What follows belongs to an exercise in optimizing a design on an open flow for small area; a production flow would make more cautious choices.
In this exercise RTL edits were held to simulation tests only and were not proved equivalent to the original.
Power and IR drop assume default switching activity.

// chunk_serializer
module chunk_serializer
#(
  parameter int WORD_W  = 32,
  parameter int DATA_W  = 512,
  parameter int KEY_W   = 256,
  parameter int NONCE_W = 64,
  parameter int CTR_W   = 64
) (
  input  logic               chunk_ser_clk,
  input  logic               chunk_ser_reset_n,
  input  logic               chunk_ser_valid,
  output logic               chunk_ser_ready,
  input  logic               encryp_decryp,
  input  logic [KEY_W-1:0]   public_key,
  input  logic [NONCE_W-1:0] nonce,
  input  logic [CTR_W-1:0]   counter,
  input  logic [DATA_W-1:0]  chunk_ser_data_in,
  output logic [WORD_W-1:0]  m_axis_tdata,
  output logic               m_axis_tvalid,
  input  logic               m_axis_tready,
  output logic               m_axis_tlast
);
Size in the first run: ~2200 cells after synthesis, about 910 flip-flops, about 940 I/O pins.
clock: 6.0 ns
lec_check: 0
cap_margin: 20
cell_pad_in_sites_detail_placement: 1
cell_pad_in_sites_global_placement: 1
core_margin: 2
core_utilization: 35
slew_margin: 20
standard.sh (not shown) runs the stock make flow with config.mk's settings and CLKGATE_MAP_FILE= SYNTH_SCRIPT=/design/flow/synth_recipe.tcl, a recipe that flattens the netlist after the stock synthesis.
==> flow/flow/run.sh <==
#!/bin/bash
# The standard layout, with these changes: the port buffers are
# sky130_fd_sc_hd__buf_1 instead of the resizer's default pick, and clock
# tree synthesis uses clkbuf_4/clkbuf_8 in clusters of at most 16 sinks
# within 60 um, and inserts no dummy loads. The make output goes to
# standard_flow.log; each ORFS step keeps its own log under orfs/logs/.
set -euo pipefail
bash standard.sh \
  "BUFFER_PORTS_ARGS=-buffer_cell sky130_fd_sc_hd__buf_1" \
  "CTS_ARGS=-sink_clustering_enable -repair_clock_nets -dont_use_dummy_load -buf_list {sky130_fd_sc_hd__clkbuf_4 sky130_fd_sc_hd__clkbuf_8} -sink_clustering_size 16 -sink_clustering_max_diameter 60" \
  finish > standard_flow.log 2>&1
The baseline finished with timing, DRC and antenna clean.
Edit:
==> flow/run.sh (new file) <==
#!/bin/bash
# synth_recipe.tcl (not shown) runs the flow's synth.tcl, then flattens the netlist and writes it again
# the make line also repeats each setting of config.mk as NAME=value (left out here)
make -C /OpenROAD-flow-scripts/flow DESIGN_CONFIG=/design/flow/config.mk WORK_HOME=/design/flow/orfs CLKGATE_MAP_FILE= SYNTH_SCRIPT=/design/flow/synth_recipe.tcl finish
Settings changed: CELL_PAD_IN_SITES_DETAIL_PLACEMENT 1 to not set, CELL_PAD_IN_SITES_GLOBAL_PLACEMENT 1 to not set, CORE_UTILIZATION 35 to 40.
removed: flow/flow/run.sh
removed: flow/standard.sh
Effect: Routed wire length goes down slightly. Count of clock-buffer cells in the layout goes up by 65. Via count goes up slightly. Total power goes up by about a fifth. Non-clock buffer count goes down by 4. Design area goes up by about a fifth. Flip-flop and latch count is unchanged. Setup slack degrades by 350 ps. Die area goes down by roughly a tenth. Core utilization goes up by 17 points.
Edit:
==> flow/flow/run.sh (new file) <==
#!/bin/bash
# The standard layout, with two changes: the port buffers are
# sky130_fd_sc_hd__buf_1 instead of the resizer's default pick, and clock
# tree synthesis inserts no dummy loads. The make output goes to
# standard_flow.log; each ORFS step keeps its own log under orfs/logs/.
set -euo pipefail
bash standard.sh \
  "BUFFER_PORTS_ARGS=-buffer_cell sky130_fd_sc_hd__buf_1" \
  "CTS_ARGS=-sink_clustering_enable -repair_clock_nets -dont_use_dummy_load" \
  finish > standard_flow.log 2>&1
==> flow/standard.sh (new file) <==
#!/bin/bash
# synth_recipe.tcl (not shown) runs the flow's synth.tcl, then flattens the netlist and writes it again
# the make line also repeats each setting of config.mk as NAME=value (left out here)
make -C /OpenROAD-flow-scripts/flow DESIGN_CONFIG=/design/flow/config.mk WORK_HOME=/design/flow/orfs CLKGATE_MAP_FILE= SYNTH_SCRIPT=/design/flow/synth_recipe.tcl "${@:-finish}"
removed: flow/run.sh
Outcome: The new run went through all stages and came out clean. Fmax rose by a little under a tenth. Core utilization fell by 9.3 points. Worst setup slack gains 310 ps. Cell area fell by about a fifth.

separate check: timing with driven ports:
The flow's constraints put no driver on any port. The routed layouts listed below were extracted and timed again, unchanged, in two steps.
Step 1 (the two cells are an assumption about what drives the block):
set clk [get_ports {chunk_ser_clk}]
set_driving_cell -lib_cell sky130_fd_sc_hd__clkbuf_16 $clk
set_driving_cell -lib_cell sky130_fd_sc_hd__buf_2 [delete_from_list [all_inputs] $clk]
Step 2 also shifts input and output timing later by t, the mid clock arrival at the registers, as if the neighbouring blocks saw the same clock.
Three values: ideal, step 1, step 2; two values: the first two.
run	t (ns)	slack for setup (ns)	worst hold slack (ns)	worst setup path at the end
the first run	0.730	2.304 / 2.232 / 2.655	0.305 / 0.260 / 0.377	input to register
the second run	0.704	1.953 / 1.886 / 2.354	0.433 / 0.433 / 0.433	input to register
the third run	0.676	2.263 / 2.195 / 2.516	0.336 / 0.301 / 0.396	register to register
After both steps every run listed still meets setup and hold.
